From an optimization exercise on the open Yosys and OpenROAD flow, aimed at small area; shortcuts taken in it are not production practice. Only simulation tests tie the RTL to the original design; equivalence was not proved. Power figures rest on the tool's default switching activity, not on a simulated workload.

File: design/flow/config.mk
export PLATFORM = sky130hd
export DESIGN_NAME = sgd_top
export DESIGN_NICKNAME = sgd_top
export VERILOG_FILES = /design/flow/design.v
export SDC_FILE = /design/flow/constraint.sdc
export NUM_CORES = 4
export LEC_CHECK = 0
export CAP_MARGIN = 20
export CORE_MARGIN = 2
export CORE_UTILIZATION = 65
export SLEW_MARGIN = 20
File: design/flow/flow/synth_area.tcl
# The standard synthesis (synth_recipe.tcl), with ABC's mapping of the
# logic aimed at area (abc_area.script beside this file) instead of delay.
# Registers, their names and their cells are those of the standard synthesis.
proc abc {args} {
  set i [lsearch -exact $args -script]
  if {$i >= 0} {
    lset args [expr {$i + 1}] $::env(FLOW_ABC_SCRIPT)
  }
  yosys abc {*}$args
}
source $::env(FLOW_WORK)/synth_recipe.tcl
File: design/flow/flow/run.sh
#!/bin/bash
# The standard layout (standard.sh), with three changes:
#  - synthesis maps the logic with an area-oriented ABC script, and skips
#    the quick ABC pass before the full adders are extracted;
#  - ports are buffered with the smallest buffer;
#  - the clock tree uses small buffers and no dummy loads.
set -euo pipefail
W="$(cd "$(dirname "$0")/.." && pwd)"
cd "$W"
export FLOW_WORK="$W"
export FLOW_ABC_SCRIPT="$W/flow/abc_area.script"
bash standard.sh \
  SYNTH_SCRIPT="$W/flow/synth_area.tcl" SYNTH_ARGS=-noabc \
  BUFFER_PORTS_ARGS="-buffer_cell sky130_fd_sc_hd__buf_1" \
  CTS_ARGS="-sink_clustering_enable -repair_clock_nets -dont_use_dummy_load -buf_list sky130_fd_sc_hd__clkbuf_4 -sink_clustering_size 12 -sink_clustering_max_diameter 35" \
  finish > "$W/flow_make.log" 2>&1
File: design/flow/standard.sh
#!/bin/bash
# synth_recipe.tcl (not shown) runs the flow's synth.tcl, then flattens the netlist and writes it again
# the make line also repeats each setting of config.mk as NAME=value (left out here)
make -C /OpenROAD-flow-scripts/flow DESIGN_CONFIG=/design/flow/config.mk WORK_HOME=/design/flow/orfs CLKGATE_MAP_FILE= SYNTH_SCRIPT=/design/flow/synth_recipe.tcl "${@:-finish}"
File: design/flow/flow/abc_area.script
&get -n
&st
&dch
&nf -a
&st
&syn2
&if -g -K 6
&synch2
&nf -a
&st
&dch
&nf -a
&put
topo
stime -c
File: design/flow/design.v
`timescale 1ns/100ps
`default_nettype none
module sgd_top (
    input  wire        clk,
    input  wire        rst_n,
    input  wire        start,
    input  wire [15:0] mini_batch_size,
    input  wire [15:0] number_of_samples,
    input  wire [15:0] number_of_epochs,
    input  wire [4:0]  step_shift,
    input  wire [31:0] sample_features,
    input  wire [31:0] sample_label,
    input  wire        sample_valid,
    output wire        sample_ready,
    output wire [31:0] x_out_data,
    output wire        x_out_valid,
    input  wire        x_out_ready,
    output wire        x_out_last,
    output wire        done
);
    reg  [4:0]  ph;           
    reg         insamp;       
    reg         dact;         
    reg         xz;           
    reg         gact, gupd, gfirst, gfin;
    reg         xvalid, done_q;    
    reg  [1:0]  widx;
    reg  [15:0] mbs_r, ns_r, ec_r;    
    reg  [15:0] bc_r, sc_r;           
    reg  [4:0]  sh_r;
    reg         rl_s, rl_b, ee, be, first_n;
    reg         bw_s, bw_b, bw_e, one_s, one_b, one_e;
    reg  [31:0] x0, x1, x2, x3;
    reg  [31:0] g0, g1, g2, g3;
    reg  [31:0] fr;               
    reg         dl0;              
    reg  [15:0] dl16;             
    reg  [7:0]  dl8;
    reg  [3:0]  dl4;
    reg  [1:0]  dl2;
    reg         dl1;
    reg         sgn;              
    reg  [6:0]  lw;               
    reg  [5:0]  cd;               
    reg  [3:0]  cg0, cg1, cg2, cg3;
    reg         bx0, bx1, bx2, bx3;   
    wire p0  = ~|ph;
    wire p7  = (ph == 5'd7);
    wire p15 = (ph == 5'd15);
    wire p16 = (ph == 5'd16);
    wire p31 = &ph;
    wire [7:1] m;
    assign m[1] = (ph >= 5'd1);
    assign m[2] = (ph >= 5'd2);
    assign m[3] = (ph >= 5'd3);
    assign m[4] = (ph >= 5'd4);
    assign m[5] = (ph >= 5'd5);
    assign m[6] = (ph >= 5'd6);
    assign m[7] = (ph >= 5'd7);
    wire run = insamp | gact | xvalid;
    wire take_start = start & ~run;
    wire fend = p31 | take_start;
    wire d_on = p0 ? (insamp & sample_valid & ~(gact & gupd)) : dact;
    wire [4:0] nsh = ~sh_r;
    wire dv16 = nsh[4] ? dl16[15] : dl0;
    wire dv8  = nsh[3] ? dl8[7]   : dv16;
    wire dv4  = nsh[2] ? dl4[3]   : dv8;
    wire dv2  = nsh[1] ? dl2[1]   : dv4;
    wire tapv = nsh[0] ? dl1      : dv2;
    wire [5:0] phs  = {1'b0, ph} + {1'b0, sh_r};
    wire       L    = phs[5] ? sgn : tapv;
    wire [31:0] sf = sample_features;
    wire [7:0]  fa0 = fr[7:0];
    wire [7:0]  fa1 = fr[15:8];
    wire [7:0]  fa2 = fr[23:16];
    wire [7:0]  fa3 = fr[31:24];
    wire gb0 = g0[0] & ~gfirst;
    wire gb1 = g1[0] & ~gfirst;
    wire gb2 = g2[0] & ~gfirst;
    wire gb3 = g3[0] & ~gfirst;
    wire gn0, gn1, gn2, gn3;
    wire [3:0] cg0_n, cg1_n, cg2_n, cg3_n;
    wire upd = gact & gupd;
    wire ci0 = p0 | bx0;
    wire ci1 = p0 | bx1;
    wire ci2 = p0 | bx2;
    wire ci3 = p0 | bx3;
    wire [1:0] su0 = {1'b0, x0[0]} + {1'b0, ~gn0} + {1'b0, ci0};
    wire [1:0] su1 = {1'b0, x1[0]} + {1'b0, ~gn1} + {1'b0, ci1};
    wire [1:0] su2 = {1'b0, x2[0]} + {1'b0, ~gn2} + {1'b0, ci2};
    wire [1:0] su3 = {1'b0, x3[0]} + {1'b0, ~gn3} + {1'b0, ci3};
    wire xe0 = xz ? 1'b0 : (upd ? su0[0] : x0[0]);
    wire xe1 = xz ? 1'b0 : (upd ? su1[0] : x1[0]);
    wire xe2 = xz ? 1'b0 : (upd ? su2[0] : x2[0]);
    wire xe3 = xz ? 1'b0 : (upd ? su3[0] : x3[0]);
    wire xd0 = x0[0] & ~xz;
    wire xd1 = x1[0] & ~xz;
    wire xd2 = x2[0] & ~xz;
    wire xd3 = x3[0] & ~xz;
    wire [7:1] xw0, xw1, xw2, xw3;
    genvar t;
    generate
        for (t = 1; t < 8; t = t + 1) begin : g_win
            assign xw0[t] = x0[32-t] & m[t];
            assign xw1[t] = x1[32-t] & m[t];
            assign xw2[t] = x2[32-t] & m[t];
            assign xw3[t] = x3[32-t] & m[t];
        end
    endgenerate
    wire bsel = sample_label[ph];
    wire dbit;
    wire [5:0] cd_n;
    wire dc_w1;
    wire dc_w2;
    wire dc_w3;
    wire dc_w4;
    wire dc_w5;
    wire dc_w6;
    wire dc_w7;
    wire dc_w8;
    wire dc_w9;
    wire dc_w10;
    wire dc_w11;
    wire dc_w12;
    wire dc_w13;
    wire dc_w14;
    wire dc_w15;
    wire dc_w16;
    wire dc_w17;
    wire dc_w18;
    wire dc_w19;
    wire dc_w20;
    wire dc_w21;
    wire dc_w22;
    wire dc_w23;
    wire dc_w24;
    wire dc_w25;
    wire dc_w26;
    wire dc_w27;
    wire dc_w28;
    wire dc_w29;
    wire dc_w30;
    wire dc_w31;
    wire dc_w32;
    wire dc_w33;
    wire dc_w34;
    wire dc_w35;
    wire dc_w36;
    wire dc_w37;
    wire dc_w38;
    wire dc_w39;
    wire dc_w40;
    wire dc_w41;
    wire dc_w42;
    wire dc_w43;
    wire dc_w44;
    wire dc_w45;
    wire dc_w46;
    wire dc_w47;
    wire dc_w48;
    wire dc_w49;
    wire dc_w50;
    wire dc_w51;
    wire dc_w52;
    wire dc_w53;
    wire dc_w54;
    wire dc_w55;
    wire dc_w56;
    wire dc_w57;
    wire dc_w58;
    wire dc_w59;
    wire dc_w60;
    wire dc_w61;
    wire dc_w62;
    wire dc_w63;
    wire dc_w64;
    wire dc_w65;
    wire dc_w66;
    wire dc_w67;
    wire dc_w68;
    wire dc_w69;
    wire dc_w70;
    wire dc_w71;
    wire dc_w72;
    wire dc_w73;
    wire dc_w74;
    wire dc_w75;
    wire dc_w76;
    wire dc_w77;
    wire dc_w78;
    wire dc_w79;
    wire dc_w80;
    assign dc_w1 = (sf[0] & xd0) ^ (sf[1] & xw0[1]) ^ (sf[2] & xw0[2]);
    assign dc_w2 = ((sf[0] & xd0) & (sf[1] & xw0[1])) | ((sf[0] & xd0) & (sf[2] & xw0[2])) | ((sf[1] & xw0[1]) & (sf[2] & xw0[2]));
    assign dc_w3 = (sf[3] & xw0[3]) ^ (sf[4] & xw0[4]) ^ (sf[5] & xw0[5]);
    assign dc_w4 = ((sf[3] & xw0[3]) & (sf[4] & xw0[4])) | ((sf[3] & xw0[3]) & (sf[5] & xw0[5])) | ((sf[4] & xw0[4]) & (sf[5] & xw0[5]));
    assign dc_w5 = (sf[6] & xw0[6]) ^ (sf[7] & ~xw0[7] & m[7]) ^ (sf[7] & p7);
    assign dc_w6 = ((sf[6] & xw0[6]) & (sf[7] & ~xw0[7] & m[7])) | ((sf[6] & xw0[6]) & (sf[7] & p7)) | ((sf[7] & ~xw0[7] & m[7]) & (sf[7] & p7));
    assign dc_w7 = (sf[8] & xd1) ^ (sf[9] & xw1[1]) ^ (sf[10] & xw1[2]);
    assign dc_w8 = ((sf[8] & xd1) & (sf[9] & xw1[1])) | ((sf[8] & xd1) & (sf[10] & xw1[2])) | ((sf[9] & xw1[1]) & (sf[10] & xw1[2]));
    assign dc_w9 = (sf[11] & xw1[3]) ^ (sf[12] & xw1[4]) ^ (sf[13] & xw1[5]);
    assign dc_w10 = ((sf[11] & xw1[3]) & (sf[12] & xw1[4])) | ((sf[11] & xw1[3]) & (sf[13] & xw1[5])) | ((sf[12] & xw1[4]) & (sf[13] & xw1[5]));
    assign dc_w11 = (sf[14] & xw1[6]) ^ (sf[15] & ~xw1[7] & m[7]) ^ (sf[15] & p7);
    assign dc_w12 = ((sf[14] & xw1[6]) & (sf[15] & ~xw1[7] & m[7])) | ((sf[14] & xw1[6]) & (sf[15] & p7)) | ((sf[15] & ~xw1[7] & m[7]) & (sf[15] & p7));
    assign dc_w13 = (sf[16] & xd2) ^ (sf[17] & xw2[1]) ^ (sf[18] & xw2[2]);
    assign dc_w14 = ((sf[16] & xd2) & (sf[17] & xw2[1])) | ((sf[16] & xd2) & (sf[18] & xw2[2])) | ((sf[17] & xw2[1]) & (sf[18] & xw2[2]));
    assign dc_w15 = (sf[19] & xw2[3]) ^ (sf[20] & xw2[4]) ^ (sf[21] & xw2[5]);
    assign dc_w16 = ((sf[19] & xw2[3]) & (sf[20] & xw2[4])) | ((sf[19] & xw2[3]) & (sf[21] & xw2[5])) | ((sf[20] & xw2[4]) & (sf[21] & xw2[5]));
    assign dc_w17 = (sf[22] & xw2[6]) ^ (sf[23] & ~xw2[7] & m[7]) ^ (sf[23] & p7);
    assign dc_w18 = ((sf[22] & xw2[6]) & (sf[23] & ~xw2[7] & m[7])) | ((sf[22] & xw2[6]) & (sf[23] & p7)) | ((sf[23] & ~xw2[7] & m[7]) & (sf[23] & p7));
    assign dc_w19 = (sf[24] & xd3) ^ (sf[25] & xw3[1]) ^ (sf[26] & xw3[2]);
    assign dc_w20 = ((sf[24] & xd3) & (sf[25] & xw3[1])) | ((sf[24] & xd3) & (sf[26] & xw3[2])) | ((sf[25] & xw3[1]) & (sf[26] & xw3[2]));
    assign dc_w21 = (sf[27] & xw3[3]) ^ (sf[28] & xw3[4]) ^ (sf[29] & xw3[5]);
    assign dc_w22 = ((sf[27] & xw3[3]) & (sf[28] & xw3[4])) | ((sf[27] & xw3[3]) & (sf[29] & xw3[5])) | ((sf[28] & xw3[4]) & (sf[29] & xw3[5]));
    assign dc_w23 = (sf[30] & xw3[6]) ^ (sf[31] & ~xw3[7] & m[7]) ^ (sf[31] & p7);
    assign dc_w24 = ((sf[30] & xw3[6]) & (sf[31] & ~xw3[7] & m[7])) | ((sf[30] & xw3[6]) & (sf[31] & p7)) | ((sf[31] & ~xw3[7] & m[7]) & (sf[31] & p7));
    assign dc_w25 = dc_w1 ^ dc_w3 ^ dc_w5;
    assign dc_w26 = (dc_w1 & dc_w3) | (dc_w1 & dc_w5) | (dc_w3 & dc_w5);
    assign dc_w27 = dc_w7 ^ dc_w9 ^ dc_w11;
    assign dc_w28 = (dc_w7 & dc_w9) | (dc_w7 & dc_w11) | (dc_w9 & dc_w11);
    assign dc_w29 = dc_w13 ^ dc_w15 ^ dc_w17;
    assign dc_w30 = (dc_w13 & dc_w15) | (dc_w13 & dc_w17) | (dc_w15 & dc_w17);
    assign dc_w31 = dc_w19 ^ dc_w21 ^ dc_w23;
    assign dc_w32 = (dc_w19 & dc_w21) | (dc_w19 & dc_w23) | (dc_w21 & dc_w23);
    assign dc_w33 = dc_w2 ^ dc_w4 ^ dc_w6;
    assign dc_w34 = (dc_w2 & dc_w4) | (dc_w2 & dc_w6) | (dc_w4 & dc_w6);
    assign dc_w35 = dc_w8 ^ dc_w10 ^ dc_w12;
    assign dc_w36 = (dc_w8 & dc_w10) | (dc_w8 & dc_w12) | (dc_w10 & dc_w12);
    assign dc_w37 = dc_w14 ^ dc_w16 ^ dc_w18;
    assign dc_w38 = (dc_w14 & dc_w16) | (dc_w14 & dc_w18) | (dc_w16 & dc_w18);
    assign dc_w39 = dc_w20 ^ dc_w22 ^ dc_w24;
    assign dc_w40 = (dc_w20 & dc_w22) | (dc_w20 & dc_w24) | (dc_w22 & dc_w24);
    assign dc_w41 = dc_w25 ^ dc_w27 ^ dc_w29;
    assign dc_w42 = (dc_w25 & dc_w27) | (dc_w25 & dc_w29) | (dc_w27 & dc_w29);
    assign dc_w43 = dc_w31 ^ ~bsel ^ cd[0];
    assign dc_w44 = (dc_w31 & ~bsel) | (dc_w31 & cd[0]) | (~bsel & cd[0]);
    assign dc_w45 = dc_w26 ^ dc_w28 ^ dc_w30;
    assign dc_w46 = (dc_w26 & dc_w28) | (dc_w26 & dc_w30) | (dc_w28 & dc_w30);
    assign dc_w47 = dc_w32 ^ dc_w33 ^ dc_w35;
    assign dc_w48 = (dc_w32 & dc_w33) | (dc_w32 & dc_w35) | (dc_w33 & dc_w35);
    assign dc_w49 = dc_w37 ^ dc_w39 ^ cd[1];
    assign dc_w50 = (dc_w37 & dc_w39) | (dc_w37 & cd[1]) | (dc_w39 & cd[1]);
    assign dc_w51 = dc_w34 ^ dc_w36 ^ dc_w38;
    assign dc_w52 = (dc_w34 & dc_w36) | (dc_w34 & dc_w38) | (dc_w36 & dc_w38);
    assign dc_w53 = dc_w42 ^ dc_w44 ^ dc_w45;
    assign dc_w54 = (dc_w42 & dc_w44) | (dc_w42 & dc_w45) | (dc_w44 & dc_w45);
    assign dc_w55 = dc_w46 ^ dc_w48 ^ dc_w50;
    assign dc_w56 = (dc_w46 & dc_w48) | (dc_w46 & dc_w50) | (dc_w48 & dc_w50);
    assign dc_w57 = dc_w51 ^ dc_w40 ^ cd[2];
    assign dc_w58 = (dc_w51 & dc_w40) | (dc_w51 & cd[2]) | (dc_w40 & cd[2]);
    assign dc_w59 = dc_w53 ^ dc_w47 ^ dc_w49;
    assign dc_w60 = (dc_w53 & dc_w47) | (dc_w53 & dc_w49) | (dc_w47 & dc_w49);
    assign dc_w61 = dc_w54 ^ dc_w55 ^ dc_w57;
    assign dc_w62 = (dc_w54 & dc_w55) | (dc_w54 & dc_w57) | (dc_w55 & dc_w57);
    assign dc_w63 = dc_w56 ^ dc_w58 ^ dc_w52;
    assign dc_w64 = (dc_w56 & dc_w58) | (dc_w56 & dc_w52) | (dc_w58 & dc_w52);
    assign dc_w65 = dc_w62 ^ dc_w63 ^ cd[3];
    assign dc_w66 = (dc_w62 & dc_w63) | (dc_w62 & cd[3]) | (dc_w63 & cd[3]);
    assign dc_w67 = dc_w66 ^ dc_w64 ^ cd[4];
    assign dc_w68 = (dc_w66 & dc_w64) | (dc_w66 & cd[4]) | (dc_w64 & cd[4]);
    assign dc_w69 = dc_w41 ^ dc_w43;
    assign dc_w70 = dc_w41 & dc_w43;
    assign dc_w71 = dc_w59 ^ dc_w70;
    assign dc_w72 = dc_w59 & dc_w70;
    assign dc_w73 = dc_w60 ^ dc_w61 ^ dc_w72;
    assign dc_w74 = (dc_w60 & dc_w61) | (dc_w60 & dc_w72) | (dc_w61 & dc_w72);
    assign dc_w75 = dc_w65 ^ dc_w74;
    assign dc_w76 = dc_w65 & dc_w74;
    assign dc_w77 = dc_w67 ^ dc_w76;
    assign dc_w78 = dc_w67 & dc_w76;
    assign dc_w79 = dc_w68 ^ cd[5] ^ dc_w78;
    assign dc_w80 = (dc_w68 & cd[5]) | (dc_w68 & dc_w78) | (cd[5] & dc_w78);
    assign dbit = dc_w69;
    assign cd_n = {dc_w80, dc_w79, dc_w77, dc_w75, dc_w73, dc_w71};
    wire gc0_w1;
    wire gc0_w2;
    wire gc0_w3;
    wire gc0_w4;
    wire gc0_w5;
    wire gc0_w6;
    wire gc0_w7;
    wire gc0_w8;
    wire gc0_w9;
    wire gc0_w10;
    wire gc0_w11;
    wire gc0_w12;
    wire gc0_w13;
    wire gc0_w14;
    wire gc0_w15;
    wire gc0_w16;
    wire gc0_w17;
    wire gc0_w18;
    wire gc0_w19;
    wire gc0_w20;
    wire gc0_w21;
    wire gc0_w22;
    assign gc0_w1 = (fa0[0] & L) ^ (fa0[1] & lw[0] & m[1]) ^ (fa0[2] & lw[1] & m[2]);
    assign gc0_w2 = ((fa0[0] & L) & (fa0[1] & lw[0] & m[1])) | ((fa0[0] & L) & (fa0[2] & lw[1] & m[2])) | ((fa0[1] & lw[0] & m[1]) & (fa0[2] & lw[1] & m[2]));
    assign gc0_w3 = (fa0[3] & lw[2] & m[3]) ^ (fa0[4] & lw[3] & m[4]) ^ (fa0[5] & lw[4] & m[5]);
    assign gc0_w4 = ((fa0[3] & lw[2] & m[3]) & (fa0[4] & lw[3] & m[4])) | ((fa0[3] & lw[2] & m[3]) & (fa0[5] & lw[4] & m[5])) | ((fa0[4] & lw[3] & m[4]) & (fa0[5] & lw[4] & m[5]));
    assign gc0_w5 = (fa0[6] & lw[5] & m[6]) ^ (fa0[7] & ~lw[6] & m[7]) ^ (fa0[7] & p7);
    assign gc0_w6 = ((fa0[6] & lw[5] & m[6]) & (fa0[7] & ~lw[6] & m[7])) | ((fa0[6] & lw[5] & m[6]) & (fa0[7] & p7)) | ((fa0[7] & ~lw[6] & m[7]) & (fa0[7] & p7));
    assign gc0_w7 = gc0_w1 ^ gc0_w3 ^ gc0_w5;
    assign gc0_w8 = (gc0_w1 & gc0_w3) | (gc0_w1 & gc0_w5) | (gc0_w3 & gc0_w5);
    assign gc0_w9 = gc0_w2 ^ gc0_w4 ^ gc0_w6;
    assign gc0_w10 = (gc0_w2 & gc0_w4) | (gc0_w2 & gc0_w6) | (gc0_w4 & gc0_w6);
    assign gc0_w11 = gc0_w7 ^ gb0 ^ cg0[0];
    assign gc0_w12 = (gc0_w7 & gb0) | (gc0_w7 & cg0[0]) | (gb0 & cg0[0]);
    assign gc0_w13 = gc0_w8 ^ gc0_w9 ^ cg0[1];
    assign gc0_w14 = (gc0_w8 & gc0_w9) | (gc0_w8 & cg0[1]) | (gc0_w9 & cg0[1]);
    assign gc0_w15 = gc0_w14 ^ gc0_w10 ^ cg0[2];
    assign gc0_w16 = (gc0_w14 & gc0_w10) | (gc0_w14 & cg0[2]) | (gc0_w10 & cg0[2]);
    assign gc0_w17 = gc0_w12 ^ gc0_w13;
    assign gc0_w18 = gc0_w12 & gc0_w13;
    assign gc0_w19 = gc0_w15 ^ gc0_w18;
    assign gc0_w20 = gc0_w15 & gc0_w18;
    assign gc0_w21 = gc0_w16 ^ cg0[3] ^ gc0_w20;
    assign gc0_w22 = (gc0_w16 & cg0[3]) | (gc0_w16 & gc0_w20) | (cg0[3] & gc0_w20);
    assign gn0 = gc0_w11;
    assign cg0_n = {gc0_w22, gc0_w21, gc0_w19, gc0_w17};
    wire gc1_w1;
    wire gc1_w2;
    wire gc1_w3;
    wire gc1_w4;
    wire gc1_w5;
    wire gc1_w6;
    wire gc1_w7;
    wire gc1_w8;
    wire gc1_w9;
    wire gc1_w10;
    wire gc1_w11;
    wire gc1_w12;
    wire gc1_w13;
    wire gc1_w14;
    wire gc1_w15;
    wire gc1_w16;
    wire gc1_w17;
    wire gc1_w18;
    wire gc1_w19;
    wire gc1_w20;
    wire gc1_w21;
    wire gc1_w22;
    assign gc1_w1 = (fa1[0] & L) ^ (fa1[1] & lw[0] & m[1]) ^ (fa1[2] & lw[1] & m[2]);
    assign gc1_w2 = ((fa1[0] & L) & (fa1[1] & lw[0] & m[1])) | ((fa1[0] & L) & (fa1[2] & lw[1] & m[2])) | ((fa1[1] & lw[0] & m[1]) & (fa1[2] & lw[1] & m[2]));
    assign gc1_w3 = (fa1[3] & lw[2] & m[3]) ^ (fa1[4] & lw[3] & m[4]) ^ (fa1[5] & lw[4] & m[5]);
    assign gc1_w4 = ((fa1[3] & lw[2] & m[3]) & (fa1[4] & lw[3] & m[4])) | ((fa1[3] & lw[2] & m[3]) & (fa1[5] & lw[4] & m[5])) | ((fa1[4] & lw[3] & m[4]) & (fa1[5] & lw[4] & m[5]));
    assign gc1_w5 = (fa1[6] & lw[5] & m[6]) ^ (fa1[7] & ~lw[6] & m[7]) ^ (fa1[7] & p7);
    assign gc1_w6 = ((fa1[6] & lw[5] & m[6]) & (fa1[7] & ~lw[6] & m[7])) | ((fa1[6] & lw[5] & m[6]) & (fa1[7] & p7)) | ((fa1[7] & ~lw[6] & m[7]) & (fa1[7] & p7));
    assign gc1_w7 = gc1_w1 ^ gc1_w3 ^ gc1_w5;
    assign gc1_w8 = (gc1_w1 & gc1_w3) | (gc1_w1 & gc1_w5) | (gc1_w3 & gc1_w5);
    assign gc1_w9 = gc1_w2 ^ gc1_w4 ^ gc1_w6;
    assign gc1_w10 = (gc1_w2 & gc1_w4) | (gc1_w2 & gc1_w6) | (gc1_w4 & gc1_w6);
    assign gc1_w11 = gc1_w7 ^ gb1 ^ cg1[0];
    assign gc1_w12 = (gc1_w7 & gb1) | (gc1_w7 & cg1[0]) | (gb1 & cg1[0]);
    assign gc1_w13 = gc1_w8 ^ gc1_w9 ^ cg1[1];
    assign gc1_w14 = (gc1_w8 & gc1_w9) | (gc1_w8 & cg1[1]) | (gc1_w9 & cg1[1]);
    assign gc1_w15 = gc1_w14 ^ gc1_w10 ^ cg1[2];
    assign gc1_w16 = (gc1_w14 & gc1_w10) | (gc1_w14 & cg1[2]) | (gc1_w10 & cg1[2]);
    assign gc1_w17 = gc1_w12 ^ gc1_w13;
    assign gc1_w18 = gc1_w12 & gc1_w13;
    assign gc1_w19 = gc1_w15 ^ gc1_w18;
    assign gc1_w20 = gc1_w15 & gc1_w18;
    assign gc1_w21 = gc1_w16 ^ cg1[3] ^ gc1_w20;
    assign gc1_w22 = (gc1_w16 & cg1[3]) | (gc1_w16 & gc1_w20) | (cg1[3] & gc1_w20);
    assign gn1 = gc1_w11;
    assign cg1_n = {gc1_w22, gc1_w21, gc1_w19, gc1_w17};
    wire gc2_w1;
    wire gc2_w2;
    wire gc2_w3;
    wire gc2_w4;
    wire gc2_w5;
    wire gc2_w6;
    wire gc2_w7;
    wire gc2_w8;
    wire gc2_w9;
    wire gc2_w10;
    wire gc2_w11;
    wire gc2_w12;
    wire gc2_w13;
    wire gc2_w14;
    wire gc2_w15;
    wire gc2_w16;
    wire gc2_w17;
    wire gc2_w18;
    wire gc2_w19;
    wire gc2_w20;
    wire gc2_w21;
    wire gc2_w22;
    assign gc2_w1 = (fa2[0] & L) ^ (fa2[1] & lw[0] & m[1]) ^ (fa2[2] & lw[1] & m[2]);
    assign gc2_w2 = ((fa2[0] & L) & (fa2[1] & lw[0] & m[1])) | ((fa2[0] & L) & (fa2[2] & lw[1] & m[2])) | ((fa2[1] & lw[0] & m[1]) & (fa2[2] & lw[1] & m[2]));
    assign gc2_w3 = (fa2[3] & lw[2] & m[3]) ^ (fa2[4] & lw[3] & m[4]) ^ (fa2[5] & lw[4] & m[5]);
    assign gc2_w4 = ((fa2[3] & lw[2] & m[3]) & (fa2[4] & lw[3] & m[4])) | ((fa2[3] & lw[2] & m[3]) & (fa2[5] & lw[4] & m[5])) | ((fa2[4] & lw[3] & m[4]) & (fa2[5] & lw[4] & m[5]));
    assign gc2_w5 = (fa2[6] & lw[5] & m[6]) ^ (fa2[7] & ~lw[6] & m[7]) ^ (fa2[7] & p7);
    assign gc2_w6 = ((fa2[6] & lw[5] & m[6]) & (fa2[7] & ~lw[6] & m[7])) | ((fa2[6] & lw[5] & m[6]) & (fa2[7] & p7)) | ((fa2[7] & ~lw[6] & m[7]) & (fa2[7] & p7));
    assign gc2_w7 = gc2_w1 ^ gc2_w3 ^ gc2_w5;
    assign gc2_w8 = (gc2_w1 & gc2_w3) | (gc2_w1 & gc2_w5) | (gc2_w3 & gc2_w5);
    assign gc2_w9 = gc2_w2 ^ gc2_w4 ^ gc2_w6;
    assign gc2_w10 = (gc2_w2 & gc2_w4) | (gc2_w2 & gc2_w6) | (gc2_w4 & gc2_w6);
    assign gc2_w11 = gc2_w7 ^ gb2 ^ cg2[0];
    assign gc2_w12 = (gc2_w7 & gb2) | (gc2_w7 & cg2[0]) | (gb2 & cg2[0]);
    assign gc2_w13 = gc2_w8 ^ gc2_w9 ^ cg2[1];
    assign gc2_w14 = (gc2_w8 & gc2_w9) | (gc2_w8 & cg2[1]) | (gc2_w9 & cg2[1]);
    assign gc2_w15 = gc2_w14 ^ gc2_w10 ^ cg2[2];
    assign gc2_w16 = (gc2_w14 & gc2_w10) | (gc2_w14 & cg2[2]) | (gc2_w10 & cg2[2]);
    assign gc2_w17 = gc2_w12 ^ gc2_w13;
    assign gc2_w18 = gc2_w12 & gc2_w13;
    assign gc2_w19 = gc2_w15 ^ gc2_w18;
    assign gc2_w20 = gc2_w15 & gc2_w18;
    assign gc2_w21 = gc2_w16 ^ cg2[3] ^ gc2_w20;
    assign gc2_w22 = (gc2_w16 & cg2[3]) | (gc2_w16 & gc2_w20) | (cg2[3] & gc2_w20);
    assign gn2 = gc2_w11;
    assign cg2_n = {gc2_w22, gc2_w21, gc2_w19, gc2_w17};
    wire gc3_w1;
    wire gc3_w2;
    wire gc3_w3;
    wire gc3_w4;
    wire gc3_w5;
    wire gc3_w6;
    wire gc3_w7;
    wire gc3_w8;
    wire gc3_w9;
    wire gc3_w10;
    wire gc3_w11;
    wire gc3_w12;
    wire gc3_w13;
    wire gc3_w14;
    wire gc3_w15;
    wire gc3_w16;
    wire gc3_w17;
    wire gc3_w18;
    wire gc3_w19;
    wire gc3_w20;
    wire gc3_w21;
    wire gc3_w22;
    assign gc3_w1 = (fa3[0] & L) ^ (fa3[1] & lw[0] & m[1]) ^ (fa3[2] & lw[1] & m[2]);
    assign gc3_w2 = ((fa3[0] & L) & (fa3[1] & lw[0] & m[1])) | ((fa3[0] & L) & (fa3[2] & lw[1] & m[2])) | ((fa3[1] & lw[0] & m[1]) & (fa3[2] & lw[1] & m[2]));
    assign gc3_w3 = (fa3[3] & lw[2] & m[3]) ^ (fa3[4] & lw[3] & m[4]) ^ (fa3[5] & lw[4] & m[5]);
    assign gc3_w4 = ((fa3[3] & lw[2] & m[3]) & (fa3[4] & lw[3] & m[4])) | ((fa3[3] & lw[2] & m[3]) & (fa3[5] & lw[4] & m[5])) | ((fa3[4] & lw[3] & m[4]) & (fa3[5] & lw[4] & m[5]));
    assign gc3_w5 = (fa3[6] & lw[5] & m[6]) ^ (fa3[7] & ~lw[6] & m[7]) ^ (fa3[7] & p7);
    assign gc3_w6 = ((fa3[6] & lw[5] & m[6]) & (fa3[7] & ~lw[6] & m[7])) | ((fa3[6] & lw[5] & m[6]) & (fa3[7] & p7)) | ((fa3[7] & ~lw[6] & m[7]) & (fa3[7] & p7));
    assign gc3_w7 = gc3_w1 ^ gc3_w3 ^ gc3_w5;
    assign gc3_w8 = (gc3_w1 & gc3_w3) | (gc3_w1 & gc3_w5) | (gc3_w3 & gc3_w5);
    assign gc3_w9 = gc3_w2 ^ gc3_w4 ^ gc3_w6;
    assign gc3_w10 = (gc3_w2 & gc3_w4) | (gc3_w2 & gc3_w6) | (gc3_w4 & gc3_w6);
    assign gc3_w11 = gc3_w7 ^ gb3 ^ cg3[0];
    assign gc3_w12 = (gc3_w7 & gb3) | (gc3_w7 & cg3[0]) | (gb3 & cg3[0]);
    assign gc3_w13 = gc3_w8 ^ gc3_w9 ^ cg3[1];
    assign gc3_w14 = (gc3_w8 & gc3_w9) | (gc3_w8 & cg3[1]) | (gc3_w9 & cg3[1]);
    assign gc3_w15 = gc3_w14 ^ gc3_w10 ^ cg3[2];
    assign gc3_w16 = (gc3_w14 & gc3_w10) | (gc3_w14 & cg3[2]) | (gc3_w10 & cg3[2]);
    assign gc3_w17 = gc3_w12 ^ gc3_w13;
    assign gc3_w18 = gc3_w12 & gc3_w13;
    assign gc3_w19 = gc3_w15 ^ gc3_w18;
    assign gc3_w20 = gc3_w15 & gc3_w18;
    assign gc3_w21 = gc3_w16 ^ cg3[3] ^ gc3_w20;
    assign gc3_w22 = (gc3_w16 & cg3[3]) | (gc3_w16 & gc3_w20) | (cg3[3] & gc3_w20);
    assign gn3 = gc3_w11;
    assign cg3_n = {gc3_w22, gc3_w21, gc3_w19, gc3_w17};
    always @(posedge clk) begin
        dl0  <= dbit;
        dl16 <= {dl16[14:0], dl0};
        dl8  <= {dl8[6:0], dv16};
        dl4  <= {dl4[2:0], dv8};
        dl2  <= {dl2[0], dv4};
        dl1  <= dv2;
        lw  <= {lw[5:0], L};
        if (p31) sgn <= dbit;
        cd  <= fend ? 6'd1 : cd_n;
        cg0 <= fend ? 4'd0 : cg0_n;
        cg1 <= fend ? 4'd0 : cg1_n;
        cg2 <= fend ? 4'd0 : cg2_n;
        cg3 <= fend ? 4'd0 : cg3_n;
        bx0 <= su0[1];
        bx1 <= su1[1];
        bx2 <= su2[1];
        bx3 <= su3[1];
        g0 <= {gact ? gn0 : g0[0], g0[31:1]};
        g1 <= {gact ? gn1 : g1[0], g1[31:1]};
        g2 <= {gact ? gn2 : g2[0], g2[31:1]};
        g3 <= {gact ? gn3 : g3[0], g3[31:1]};
        x0 <= {xe0, x0[31:1]};
        if (!xvalid) begin
            x1 <= {xe1, x1[31:1]};
            x2 <= {xe2, x2[31:1]};
            x3 <= {xe3, x3[31:1]};
        end
    end
    wire final_edge = gact & gfin & p31;
    wire xfer = xvalid & x_out_ready;
    always @(posedge clk) begin
        if (d_on & p31)
            fr <= sample_features;
        else if (final_edge)
            fr <= {xe0, x0[31:1]};
        else if (xfer)
            fr <= (widx == 2'd0) ? x1 : (widx == 2'd1) ? x2 : x3;
    end
    wire cwin = d_on & ~ph[4];
    wire es   = rl_s ? ns_r[0] : sc_r[0];
    wire eb   = rl_b ? mbs_r[0] : bc_r[0];
    wire bws  = p0 | bw_s;
    wire bwb  = p0 | bw_b;
    wire os   = p0 ? es : (one_s & ~es);
    wire ob   = p0 ? eb : (one_b & ~eb);
    wire ewin = d_on & ph[4] & ee;
    wire bwe  = p16 | bw_e;
    wire oe   = p16 ? ec_r[0] : (one_e & ~ec_r[0]);
    wire fin_now = ee & oe;
    always @(posedge clk) begin
        if (take_start) begin
            mbs_r <= mini_batch_size;
            ns_r  <= number_of_samples;
            ec_r  <= number_of_epochs;
            sh_r  <= step_shift;
        end else begin
            mbs_r <= {mbs_r[0], mbs_r[15:1]};
            ns_r  <= {ns_r[0], ns_r[15:1]};
            ec_r  <= {ewin ? (ec_r[0] ^ bwe) : ec_r[0], ec_r[15:1]};
        end
        sc_r  <= {cwin ? (es ^ bws) : sc_r[0], sc_r[15:1]};
        bc_r  <= {cwin ? (eb ^ bwb) : bc_r[0], bc_r[15:1]};
        bw_s  <= bws & ~es;
        bw_b  <= bwb & ~eb;
        bw_e  <= bwe & ~ec_r[0];
        one_s <= os;
        one_b <= ob;
        one_e <= oe;
    end
    always @(posedge clk) begin
        if (!rst_n) begin
            ph      <= 5'd0;
            insamp  <= 1'b0;
            dact    <= 1'b0;
            gact    <= 1'b0;
            xvalid  <= 1'b0;
            done_q  <= 1'b0;
        end else begin
            ph      <= take_start ? 5'd0 : ph + 5'd1;
            if (take_start) begin
                insamp <= 1'b1;
                done_q <= 1'b0;
                dact   <= 1'b0;
                gact   <= 1'b0;
            end else begin
                dact <= d_on & ~p31;
                if (p31) begin
                    gact <= d_on;
                    if (d_on & fin_now) insamp <= 1'b0;
                end
                if (final_edge) begin
                    xvalid <= 1'b1;
                end else if (xfer & (widx == 2'd3)) begin
                    xvalid <= 1'b0;
                    done_q <= 1'b1;
                end
            end
        end
    end
    always @(posedge clk) begin
        if (take_start) begin
            rl_s <= 1'b1;
            rl_b <= 1'b1;
            xz   <= 1'b1;
        end else begin
            if (p31) xz <= 1'b0;
            if (cwin & p15) begin
                rl_s    <= os;
                rl_b    <= os | ob;
                ee      <= os;
                be      <= os | ob;
                first_n <= rl_b;
            end
        end
        if (p31) begin
            gupd   <= be;
            gfirst <= first_n;
            gfin   <= fin_now;
        end
        if (final_edge) widx <= 2'd0;
        else if (xfer) widx <= widx + 2'd1;
    end
    assign sample_ready = dact & p31;
    assign x_out_data   = fr;
    assign x_out_valid  = xvalid;
    assign x_out_last   = (widx == 2'd3);
    assign done         = done_q;
endmodule
`default_nettype wire
File: design/flow/constraint.sdc
create_clock -name core_clock -period 10.0 [get_ports {clk}]
set_input_delay 2.0000 -clock core_clock [delete_from_list [all_inputs] [get_ports {clk}]]
set_output_delay 2.0000 -clock core_clock [all_outputs]
set_load 0.01 [all_outputs]
==> results of run 1 <==
==> stage by stage <==
stage | std cells | setup WS, ps | cell area, µm²
after floorplan | 1174 | 1877 | 15930
after global placement | 1663 | 3489 | 17010
after detailed placement | 1664 | 3415 | 17040
after CTS | 1719 | 3422 | 17450
after global routing | 1720 | 3156 | 17460
final | 1721 | 3439 | 17460
==> sequential cells by signal, indices dropped and copies added, names as in the netlist, 32 cells and up <==
signal / flops
x1: 32
g1: 32
g2: 32
x2: 32
fr: 32
g3: 32
x0: 32
x3: 32
g0: 32
==> power groups by stage <==
stage / Sequential [W] / Clock, W / Combinational (W)
CTS: 0.00210 / 0.000813 / 0.000170
detailed placement: 0.00214 / 0 / 0.000168
global route: 0.00211 / 0.000886 / 0.000193
finish: 0.00209 / 0.000789 / 0.000169
global placement: 0.00213 / 0 / 0.000162
floorplan: 0.00212 / 0 / 0.000107
==> layout make-up <==
class | count | area (µm²) | share of cell area, %
sequential | 466 | 10730 | 61.46
multi-input combinational | 683 | 5132 | 29.40
timing repair buffer | 166 | 676.9 | 3.877
clock buffer | 55 | 412.9 | 2.365
tap | 324 | 405.4 | 2.322
inverter | 25 | 95.09 | 0.5447
antenna | 2 | 5.005 | 0.02867
==> critical path, cell delays in order, from the launching register on <==
cell and delay, ps:
dfxtp_1 580, or3_1 670, or4_1 750, and3_1 320, fa_1 500, fa_1 530, fa_1 470, fa_1 460
fa_1 450, fa_1 420, fa_1 460, ha_1 220, fa_1 430, and2_0 140
==> how the worst max path moves through the flow <==
stage                     slack (ps)    end  cells after the start               start
final                           3440  cd[4]                     13               ph[2]
after global routing            3160  cd[4]                     14               ph[0]
after CTS                       3420  cd[4]                     13               ph[2]
after detailed placement        3410  cd[4]                     12  sample_features[7]
after global placement          3490  cd[4]                     12  sample_features[0]
after floorplan                 1880  fr[0]                      3        sample_valid
==> cell families (layout without fill, tap and decap cells) <==
group                    count (synthesis)  count (layout)  synth area share (%)
AO/OA/AOI/OAI                          159             159                 5.916
XOR/XNOR                                 1               1               0.05501
adder cells (fa/ha/maj)                104             104                 11.75
buffers and inverters                   25             246                0.5893
flip-flops                             466             466                 67.38
multiplexers                            46              46                 3.386
other                                    0               2                     0
AND/OR/NAND/NOR                        373             373                 10.92
==> placed cells by master, fill, tap and decap left out, drive strengths merged, types with 33 or more instances in the layout <==
cell,count
and3,57
buf,166
nand2,183
edfxtp,140
mux2i,37
o21ai,47
fa,76
a21oi,56
nor2,58
o211ai,33
clkbuf,55
and2,37
dfxtp,326
==> layer usage <==
layer	global-route usage, %	vias to the layer above
met5	0	-
met4	7.862	0
met3	5.837	65
met2	41.65	349
met1	36.55	4557
li1	-	4503
==> summary.txt, run 1 <==
Final Hold Fails - 0
Final period util - 65.61%
area of the die - 25770 µm²
Antenna Violating Nets Remaining - 0
Yosys reg bits - 466
Int Pwr - 0.002377 W
Setup crit end kind - flop
Async S/R FF share, synth - 0%
Max transition margin - 31.51%
top sig layer - met4
status - finished clean
DPL Wire Length - 22.60 mm
R2R depth - 13
sequential share of power - 68.6%
drc violations - 0
Worst setup SP type - flop
Final nets - 1623
Final Skew - 96.26 ps
Mapped Area - 15930 µm²
Max VDD drop - 122.9 µV
met3 wire len - 2.566 mm
Core Box Area - 24180 µm²
PostCTS Resize Cnt - 0
WL met2 - 15.28 mm
reg2reg end - cd[4]
Main synth FF type - dfxtp_1
Initial Util - 65.87%
Layout area overhead - 9.624%
Post-synth EDFFs - 140
Comb power frac - 5.5%
largest cells by area after synthesis - dfxtp_1, edfxtp_1, fa_1, nand2_1, mux2i_1
DR iter-0 viols - 671
max_cap viols - 0
initial antenna violation count - 2
CP Class - flop to flop
First-pass DRT Iterations - 5
Seq/Total Area, Yosys - 67.38%
Net Switching - 0.0006764 W
share of layout cells above drive strength 1 - 5.520%
Final Total Pwr - 0.003053 W
post-synth top area share - 40.98%
minimum clock period - 6561 ps
fin. max-slew vios - 0
internal reg-to-reg setup slack - 3440 ps
Sw Share - 22.16%
Port-buffer cells - 157
Req. time, crit path - 10560 ps
Worst Tran Pin Value - 1027 ps
drt total wl - 32.65 mm
FMAX - 152.4 MHz
Met1 Routed Length - 14.06 mm
vias in the first global route - 9617
hold_buf cts - 0
die span in x - 160.5 µm
Cells on Worst Hold Path - 0
TritonCTS clock tree - done
leakage power - 7.673 nW
Worst Hold End - dl8[1]
# setup viols final - 0
post-synth cell types - 42
clock sinks - 466
final core occ - 72.21%
first-pass GRT wire length - 51.67 mm
Max FO, Critical Path - 21
Fillers - 1709
largest net degree at the start of global routing - 82
Vias/cell - 5.505
Die H - 160.5 µm
Commonest cells post-synth - dfxtp_1, nand2_1, edfxtp_1
vias after detailed routing - 9474
clock power share - 25.8%
root buffer cell - clkbuf_4
clock tree buffer depth - 3
pwr/cell area - 174.9 nW/µm²
gp weighted congestion - 0.8581
Arrival @ worst endpoint - 7120 ps
I/O pin total - 158
Syn Area/Cell - 13.56 µm²
Routed WL per cell - 18.97 µm
Mapped Nets - 1400
total CTS buffers - 55
CTS clock-pin slew for the worst setup and hold paths - 110 ps
htree depth - 2
Post-CTS Setup Repair Bufs - 0
cell with the most instances after synthesis - dfxtp_1
unrepaired setup endpoints after global routing - no
cell accounting for the most synthesized area - dfxtp_1
Hold/Removal Path Class - flop to flop
row count - 57
grt ovf - 0
Final TNS setup - 0 ps
GRT Total Usage - 26.13%
startpoint of the worst register-to-register path - ph[2]
hold slack - 279.7 ps
Post-Synthesis Cells - 1174
worst skew pair latency - 720 ps
YS warnings - 1
min-delay src - dl8[0]
==> run 2: changes to the inputs <==
--- a/design/flow/flow/run.sh
+++ b/design/flow/flow/run.sh
@@ -13,4 +13,4 @@
   SYNTH_SCRIPT="$W/flow/synth_area.tcl" SYNTH_ARGS=-noabc \
   BUFFER_PORTS_ARGS="-buffer_cell sky130_fd_sc_hd__buf_1" \
-  CTS_ARGS="-sink_clustering_enable -repair_clock_nets -dont_use_dummy_load -buf_list sky130_fd_sc_hd__clkbuf_4 -sink_clustering_size 12 -sink_clustering_max_diameter 35" \
+  CTS_ARGS="-sink_clustering_enable -repair_clock_nets -dont_use_dummy_load -buf_list sky130_fd_sc_hd__clkbuf_16 -sink_clustering_size 40 -sink_clustering_max_diameter 60" \
   finish > "$W/flow_make.log" 2>&1
==> run 2 against run 1 <==
Sequential power is essentially flat. Synthesized cell count is the same. Die area is the same. Critical path depth grew 1. Final cell count shrank 1.6%. Clock skew shrank 52 ps. Wire length grew 1.8%. Still clean. Largest cell class unchanged. Non-clock buffer count is the same. Worst hold slack gained 20 ps. Design area grew 1.6%. Clock power grew 33%.
==> summary.txt, run 2 <==
clock sinks - 466
total CTS buffers - 28
Routed WL per cell - 19.64 µm
critical path's slowest cell - or4_1
Final Total Pwr - 0.003317 W
vias in the first global route - 9549
Final Hold Fails - 0
minimum clock period - 6595 ps
leakage power - 7.765 nW
CP Class - flop to flop
TritonCTS clock tree - done
Vias/cell - 5.540
Worst Tran Pin Value - 1022 ps
multiplexer share of the synthesized area - 3.386%
post-synthesis xor/xnor area fraction - 0.05500%
# setup viols final - 0
I/O pin total - 158
area of the multi-input gates - 5132 µm²
Arrival @ worst endpoint - 7020 ps
PostCTS Resize Cnt - 0
hold_buf cts - 0
Yosys reg bits - 466
initial antenna violation count - 1
YS warnings - 1
cell with the most instances after synthesis - dfxtp_1
Final TNS setup - 0 ps
drt total wl - 33.25 mm
post-route cell area - 17740 µm²
most frequent cells in the layout - dfxtp_1, nand2_1, buf_1
grt ovf - 0
Async S/R FF share, synth - 0%
DR iter-0 viols - 714
GRT Total Usage - 26.26%
Max transition margin - 31.53%
CP peak stage delay - 790 ps
CP Cell Sequence - clkinv_1, ha_1, or4_1, and3_1, fa_1, fa_1, fa_1, fa_1, fa_1, fa_1, fa_1, ha_1, fa_1, and2_0
Post-Synthesis Cells - 1174
Max FO, Critical Path - 16
cell accounting for the most synthesized area - dfxtp_1
row count - 57
Fillers - 1630
largest net degree at the start of global routing - 82
share of layout cells above drive strength 1 - 3.655%
Area after DPL - 17040 µm²
Post-CTS Setup Repair Bufs - 0
fin. max-slew vios - 0
cell mode on critical path - fa_1
post-synth cell types - 42
FMAX - 151.6 MHz
Post-synth EDFFs - 140
Seq/Total Area, Yosys - 67.38%
Syn Area/Cell - 13.56 µm²
post-synth top area share - 40.98%
pwr/cell area - 187.0 nW/µm²
Commonest cells post-synth - dfxtp_1, nand2_1, edfxtp_1
Worst setup SP type - flop
commonest non-fill, non-tap cell in the layout - dfxtp_1
worst setup margin - 3405 ps
Core Box Area - 24180 µm²
hold slack - 299.4 ps
DPL Wire Length - 22.60 mm
vias after detailed routing - 9379
Hold/Removal Path Class - flop to flop
Mapped Area - 15930 µm²
largest cells by area after synthesis - dfxtp_1, edfxtp_1, fa_1, nand2_1, mux2i_1
unrepaired setup endpoints after global routing - no
Port-buffer cells - 157
Die H - 160.5 µm
Register Area - 10730 µm²
largest family of logic cells by synthesized area - adder cells
die span in x - 160.5 µm
Initial Util - 65.87%
area of the die - 25770 µm²
pre-CTS setup slack - 3415 ps
htree depth - 1
Final nets - 1596
worst skew pair latency - 570 ps
adder-cell share of the synthesized area - 11.75%
internal reg-to-reg setup slack - 3400 ps
Req. time, crit path - 10420 ps
max_cap viols - 0
Final period util - 65.95%
gp weighted congestion - 0.8581
Antenna Violating Nets Remaining - 0
Mapped Nets - 1400
First-pass DRT Iterations - 4
first-pass GRT wire length - 52.16 mm
Max VDD drop - 173.0 µV
root buffer cell - clkbuf_16
Main synth FF type - dfxtp_1
Setup crit end kind - flop
simple logic cell fraction of the synthesized area - 10.92%
Synth Area in Compound Gates - 5.916%
CTS clock-pin slew for the worst setup and hold paths - 100 ps
clock tree buffer depth - 3
Final Skew - 43.83 ps
status - finished clean
Layout area overhead - 11.42%
drc violations - 0
## run 2: cell counts after synthesis
Identical to the previous run, type by type.
## run 2: critical path: cells and delay by family (launching register included)
kind	cells	cell delay [ps]
fa+ha+maj	10	4220
simple gates	3	1270
flops	1	700
buf+inv	1	280
## run 2: layer usage
layer	share of wire [%]	vias to the layer above	global-route usage [%]
met1	42	4545	36.10
met5	0	-	0
met4	3.0	0	7.535
met2	47	340	42.38
met3	8.1	69	6.276
li1	-	4425	-
## run 2: cell families after synthesis
logic type | count (synthesis)
flops | 466
buf+inv | 25
simple gates | 373
compound gates | 159
xor+xnor | 1
mux | 46
fa+ha+maj | 104
## run 2: area by class of cell
type                       count  area share [%]
multi-input combinational    683           28.93
clock buffer                  28           3.949
sequential                   466           60.48
tap                          324           2.285
inverter                      25          0.5359
antenna                        1         0.01410
timing repair buffer         166           3.815
## run 2: stage by stage
step / util, % / instances
2_1_floorplan: - / 1174
3_3_place_gp: 70.37 / 1663
3_5_place_dp: 70.48 / 1664
4_1_cts: 73.38 / 1692
5_1_grt: 73.38 / 1692
6_report: 73.39 / 1693
## run 2: final timing paths
| path | startpoint | to | cells after the start |
|---|---|---|---|
| worst max-delay path | ph[1] | cd[4] | 14 |
| worst min-delay path | sc_r[13] | sc_r[12] | 0 |
| worst max register to register | ph[1] | cd[4] | 14 |
| worst min register to register | sc_r[13] | sc_r[12] | 0 |
## run 2: power by group
group / switching (W) / internal, W / leakage [nW]
sequential: 0.0000428 / 0.00205 / 4.25
combinational: 0.0000984 / 0.0000712 / 3.17
clock: 0.000557 / 0.000495 / 0.345
==> run 3: changes to the inputs <==
--- a/design/flow/flow/run.sh
+++ b/design/flow/flow/run.sh
@@ -13,4 +13,4 @@
   SYNTH_SCRIPT="$W/flow/synth_area.tcl" SYNTH_ARGS=-noabc \
   BUFFER_PORTS_ARGS="-buffer_cell sky130_fd_sc_hd__buf_1" \
-  CTS_ARGS="-sink_clustering_enable -repair_clock_nets -dont_use_dummy_load -buf_list sky130_fd_sc_hd__clkbuf_16 -sink_clustering_size 40 -sink_clustering_max_diameter 60" \
+  CTS_ARGS="-sink_clustering_enable -repair_clock_nets -dont_use_dummy_load -buf_list sky130_fd_sc_hd__clkbuf_8 -sink_clustering_size 16 -sink_clustering_max_diameter 35" \
   finish > "$W/flow_make.log" 2>&1
==> run 3 against run 2 <==
Sequential power barely moved. Global-route usage rose by 0.065 points. Power fell by 0.32%. Count of clock-buffer cells in the layout rose by 25. Die area did not move. Via count rose by 1.2%. Critical path depth fell by 1. Worst hold slack got worse by 21 ps. Final cell count rose by 1.5%. Combinational power barely moved. Maximum frequency rose by 0.57%.
==> summary.txt, run 3 <==
Routed WL per cell - 19.17 µm
GRT Total Usage - 26.32%
vias in the first global route - 9707
WL met2 - 15.44 mm
Port-buffer cells - 157
CP Class - flop to flop
most frequent cells in the layout - dfxtp_1, nand2_1, buf_1
worst skew pair latency - 590 ps
pwr/cell area - 186.1 nW/µm²
commonest non-fill, non-tap cell in the layout - dfxtp_1
Post-synth EDFFs - 140
hold_buf cts - 0
Layout area overhead - 11.60%
minimum clock period - 6558 ps
DR iter-0 viols - 675
Mapped Nets - 1400
First-pass DRT Iterations - 5
Syn Area/Cell - 13.56 µm²
Commonest cells post-synth - dfxtp_1, nand2_1, edfxtp_1
Main synth FF type - dfxtp_1
Vias/cell - 5.522
Final TNS setup - 0 ps
YS warnings - 1
initial antenna violation count - 1
DPL Wire Length - 22.60 mm
vias after detailed routing - 9487
status - finished clean
Worst setup SP type - flop
simple logic cell fraction of the synthesized area - 10.92%
first-pass GRT wire length - 52.11 mm
multiplexer share of the synthesized area - 3.386%
Arrival @ worst endpoint - 6980 ps
largest cells by area after synthesis - dfxtp_1, edfxtp_1, fa_1, nand2_1, mux2i_1
Hold/Removal Path Class - flop to flop
Synth Area in Compound Gates - 5.916%
grt ovf - 0
Max VDD drop - 142.0 µV
top sig layer - met4
met3 wire len - 2.356 mm
post-synth cell types - 42
Setup crit end kind - flop
Max FO, Critical Path - 21
post-synth top area share - 40.98%
Initial Util - 65.87%
Final Hold Fails - 0
Max transition margin - 32.03%
share of layout cells above drive strength 1 - 5.384%
Async S/R FF share, synth - 0%
post-synthesis xor/xnor area fraction - 0.05500%
drc violations - 0
largest family of logic cells by synthesized area - adder cells
row count - 57
I/O pin total - 158
cell accounting for the most synthesized area - dfxtp_1
Worst Tran Pin Value - 1020 ps
# setup viols final - 0
die span in x - 160.5 µm
Final nets - 1621
Final period util - 65.58%
drt total wl - 32.94 mm
fin. max-slew vios - 0
Core Box Area - 24180 µm²
total CTS buffers - 53
Antenna Violating Nets Remaining - 0
Cells on Worst Hold Path - 0
Yosys reg bits - 466
gp weighted congestion - 0.8581
CTS clock-pin slew for the worst setup and hold paths - 80 ps
clock sinks - 466
root buffer cell - clkbuf_8
Final Total Pwr - 0.003307 W
Req. time, crit path - 10420 ps
leakage power - 7.801 nW
area of the die - 25770 µm²
htree depth - 2
cell with the most instances after synthesis - dfxtp_1
max_cap viols - 0
Mapped Area - 15930 µm²
PostCTS Resize Cnt - 0
Seq/Total Area, Yosys - 67.38%
clock tree buffer depth - 3
Met1 Routed Length - 14.34 mm
unrepaired setup endpoints after global routing - no
Post-CTS Setup Repair Bufs - 0
FMAX - 152.5 MHz
largest net degree at the start of global routing - 82
Final Skew - 64.27 ps
adder-cell share of the synthesized area - 11.75%
Post-Synthesis Cells - 1174
TritonCTS clock tree - done
Die H - 160.5 µm
R2R depth - 13
[run 3: cell counts after synthesis]
Identical to the previous run, type by type.
[run 3: logic make-up (layout without fill, tap and decap cells)]
group	after synthesis	in the layout
XOR/XNOR	1	1
flip-flops	466	466
adder cells (fa/ha/maj)	104	104
AO/OA/AOI/OAI	159	159
buffers and inverters	25	244
AND/OR/NAND/NOR	373	373
multiplexers	46	46
other	0	1
[run 3: stage by stage]
step / setup slack [ps] / utilization (%) / hold slack (ps) / std cells / area [µm²]
5_1_grt: 3164 / 73.50 / 288.5 / 1717 / 17770
3_5_place_dp: 3415 / 70.48 / 312.1 / 1664 / 17040
3_3_place_gp: 3489 / 70.37 / 310.0 / 1663 / 17010
6_report: 3442 / 73.51 / 278.8 / 1718 / 17770
4_1_cts: 3452 / 73.50 / 277.7 / 1717 / 17770
2_1_floorplan: 1877 / - / 309.6 / 1174 / 15930
[run 3: final timing paths]
check / start / end / slack [ps]
setup / recovery: ph[2] / cd[4] / 3440
hold / removal: dl8[0] / dl8[1] / 280
setup reg to reg: ph[2] / cd[4] / 3440
hold reg to reg: dl8[0] / dl8[1] / 280
[run 3: routing by layer]
metal	vias to the layer above	track usage (%)
met3	66	5.785
li1	4475	-
met4	0	7.740
met1	4597	36.62
met2	349	42.32
met5	-	0
[run 3: critical path: stages (launching register included)]
cell	delay (ps)
dfxtp_1	570
or3_1	660
or4_1	750
and3_1	320
fa_1	500
fa_1	530
fa_1	470
fa_1	460
fa_1	450
fa_1	420
fa_1	460
ha_1	220
fa_1	430
and2_0	140
[run 3: cell type report]
class / instances / area, µm²
clock buffer: 53 / 729.5
sequential: 466 / 10730
antenna: 1 / 2.502
fill: 1659 / 6405
timing repair buffer: 166 / 676.9
multi-input combinational: 683 / 5132
tap: 324 / 405.4
inverter: 25 / 95.09
[run 3: where the power goes]
| group | leakage, nW | switching (W) | internal [W] | total (W) |
|---|---|---|---|---|
| Clock | 0.381 | 0.000573 | 0.000468 | 0.00104 |
| Combinational | 3.17 | 0.0000978 | 0.0000711 | 0.000169 |
| Sequential | 4.25 | 0.0000422 | 0.00206 | 0.00210 |
==> run 4: changes to the inputs <==
--- a/design/flow/flow/run.sh
+++ b/design/flow/flow/run.sh
@@ -13,4 +13,4 @@
   SYNTH_SCRIPT="$W/flow/synth_area.tcl" SYNTH_ARGS=-noabc \
   BUFFER_PORTS_ARGS="-buffer_cell sky130_fd_sc_hd__buf_1" \
-  CTS_ARGS="-sink_clustering_enable -repair_clock_nets -dont_use_dummy_load -buf_list sky130_fd_sc_hd__clkbuf_8 -sink_clustering_size 16 -sink_clustering_max_diameter 35" \
+  CTS_ARGS="-sink_clustering_enable -repair_clock_nets -dont_use_dummy_load -buf_list sky130_fd_sc_hd__clkbuf_4 -sink_clustering_size 10 -sink_clustering_max_diameter 30" \
   finish > "$W/flow_make.log" 2>&1
==> run 4 against run 3 <==
First-iteration DRC count is 10% higher. Sequential share of layout area is 0.61 points higher. Clock skew is 31 ps higher. Combinational power hardly changed. Design area is 1.0% lower. Critical path depth is 1 higher. Sequential power hardly changed. Maximum frequency is 0.59% higher. Synthesized area stayed put. Critical path type unchanged. Critical endpoint unchanged. Largest power group unchanged.
==> summary.txt, run 4 <==
Mapped Nets - 1400
Mapped Area - 15930 µm²
unrepaired setup endpoints after global routing - no
DR iter-0 viols - 743
M3 GR Usage - 5.940%
I/O pin total - 158
Final nets - 1641
Final Total Pwr - 0.003164 W
post-synth cell types - 42
critical path's slowest cell - or4_1
cell with the most instances after synthesis - dfxtp_1
FMAX - 153.4 MHz
worst setup path startpoint - ph[1]
Vias/cell - 5.477
Non-Filler Instances - 1739
startpoint of the worst register-to-register path - ph[1]
GRT busiest layer - met2
drc violations - 0
pwr/cell area - 179.9 nW/µm²
gp weighted congestion - 0.8581
internal reg-to-reg setup slack - 3480 ps
row count - 57
post-synth top area share - 40.98%
root buffer cell - clkbuf_4
final core occ - 72.77%
vias in the first global route - 9829
total CTS buffers - 73
Yosys reg bits - 466
CP Class - flop to flop
vias after detailed routing - 9525
TritonCTS clock tree - done
Max transition margin - 32.54%
max_cap viols - 0
met1 Resource Use GR - 36.84%
DPL Wire Length - 22.60 mm
Post-Synthesis Cells - 1174
commonest non-fill, non-tap cell in the layout - dfxtp_1
Initial Util - 65.87%
Syn Area/Cell - 13.56 µm²
Max FO, Critical Path - 16
Final TNS setup - 0 ps
minimum clock period - 6519 ps
pre-CTS setup slack - 3415 ps
Die H - 160.5 µm
hold_buf cts - 0
die span in x - 160.5 µm
DP Cell Count - 1664
Core Box Area - 24180 µm²
first-pass GRT wire length - 52.31 mm
Seq/Total Area, Yosys - 67.38%
clock tree buffer depth - 3
Hold/Removal Path Class - flop to flop
status - finished clean
worst setup margin - 3481 ps
most frequent cells in the layout - dfxtp_1, nand2_1, buf_1
Routed WL per cell - 18.99 µm
Async S/R FF share, synth - 0%
Fillers - 1682
Arrival @ worst endpoint - 7070 ps
CP Cell Sequence - clkinv_1, ha_1, or4_1, and3_1, fa_1, fa_1, fa_1, fa_1, fa_1, fa_1, fa_1, ha_1, fa_1, and2_0
CTS clock-pin slew for the worst setup and hold paths - 90 ps
area of the die - 25770 µm²
Max VDD drop - 116.5 µV
CP peak stage delay - 760 ps
grt ovf - 0
drt total wl - 33.03 mm
Port-buffer cells - 157
# setup viols final - 0
Cells on Worst Hold Path - 0
Antenna Violating Nets Remaining - 0
clock sinks - 466
GRT Total Usage - 26.50%
PostCTS Resize Cnt - 0
Post-synth EDFFs - 140
htree depth - 3
initial antenna violation count - 2
cell mode on critical path - fa_1
Setup crit end kind - flop
leakage power - 7.756 nW
fin. max-slew vios - 0
cell accounting for the most synthesized area - dfxtp_1
Req. time, crit path - 10550 ps
Post-CTS Setup Repair Bufs - 0
Layout area overhead - 10.47%
Worst setup SP type - flop
R2R depth - 14
worst skew pair latency - 700 ps
largest cells by area after synthesis - dfxtp_1, edfxtp_1, fa_1, nand2_1, mux2i_1
First-pass DRT Iterations - 5
share of layout cells above drive strength 1 - 6.723%
YS warnings - 1
Final period util - 65.19%
Final Hold Fails - 0
GR Layer Usage met2 - 41.77%
Main synth FF type - dfxtp_1
min-delay src - g1[22]
Worst Tran Pin Value - 1012 ps
largest net degree at the start of global routing - 82
Commonest cells post-synth - dfxtp_1, nand2_1, edfxtp_1
Final Skew - 95.71 ps
==> run 4: cell counts after synthesis <==
No cell type changed its count.
==> run 4: metal layers <==
| layer | wire length (µm) | share of wire [%] |
|---|---|---|
| met5 | 0 | 0 |
| met4 | 829 | 2.5 |
| met3 | 2506 | 7.6 |
| met2 | 15440 | 47 |
| met1 | 14260 | 43 |
==> run 4: area by class of cell <==
type                       count  area (µm²)  share of cell area, %
sequential                   466       10730                  60.99
multi-input combinational    683        5132                  29.17
timing repair buffer         166       676.9                  3.848
clock buffer                  73       548.0                  3.115
tap                          324       405.4                  2.304
inverter                      25       95.09                 0.5405
antenna                        2       5.005                0.02845
==> run 4: path summary, 6_finish.rpt <==
kind | endpoint
max | cd[4]
min | g1[21]
max reg2reg | cd[4]
min reg2reg | g1[21]
==> run 4: worst max-delay path: cells and delay by family, from the launching register on <==
kind          cells  cell delay [ps]
buf+inv           1              280
simple gates      3             1210
fa+ha+maj        10             4220
flops             1              690
==> run 4: metrics by stage <==
stage	hold WS (ps)	cell area (µm²)
finish	270.2	17590
global route	270.3	17590
CTS	255.4	17590
detailed placement	312.1	17040
global placement	310.0	17010
floorplan	309.6	15930
==> run 4: cells by family after synthesis <==
group / Yosys count / share of synthesized area [%]
DFF: 466 / 67.38
and+or+nand+nor: 373 / 10.92
AOI/OAI and AO/OA: 159 / 5.916
adders and majority gates: 104 / 11.75
muxes: 46 / 3.386
buffers and inverters: 25 / 0.5893
xor gates and xnor gates: 1 / 0.05501
==> run 4: power breakdown <==
group          internal, W  switching, W  total (W)
logic            0.0000714     0.0000981   0.000170
registers          0.00205     0.0000413    0.00209
clock network     0.000336      0.000564   0.000900
total              0.00246      0.000704    0.00316

==> afterwards: timing with drivers on the ports <==
The flow's constraints put no driver on any port. The routed layouts listed below were extracted and timed again, unchanged, in two steps.
Step 1 sets driving cells, clkbuf_16 on the clock port and buf_2 on the other inputs (assumed; they add their load-dependent delay and slew).
Step 2 moves the port delays by t, midway between the first and last clock arrival at a register: inputs arrive t later, outputs are due t later. That takes back most of the time a late clock gives input paths.
Three values: no drivers, after step 1, after step 2; two values: the first two.
| run | t, ns | setup slack, ns | latest minus earliest clock arrival (ns) |
|---|---|---|---|
| run 1 | 0.714 | 3.439 / 3.439 / 3.409 | 0.097 / 0.097 |
| run 2 | 0.597 | 3.405 / 3.405 / 3.362 | 0.051 / 0.051 |
| run 3 | 0.603 | 3.442 / 3.442 / 3.382 | 0.064 / 0.065 |
| run 4 | 0.701 | 3.481 / 3.481 / 3.405 | 0.096 / 0.096 |
After both steps setup and hold are still met in every run listed. For run 4, which loses most, drivers alone change the setup slack by 0.000 ns; drivers and shift together by -0.076 ns.
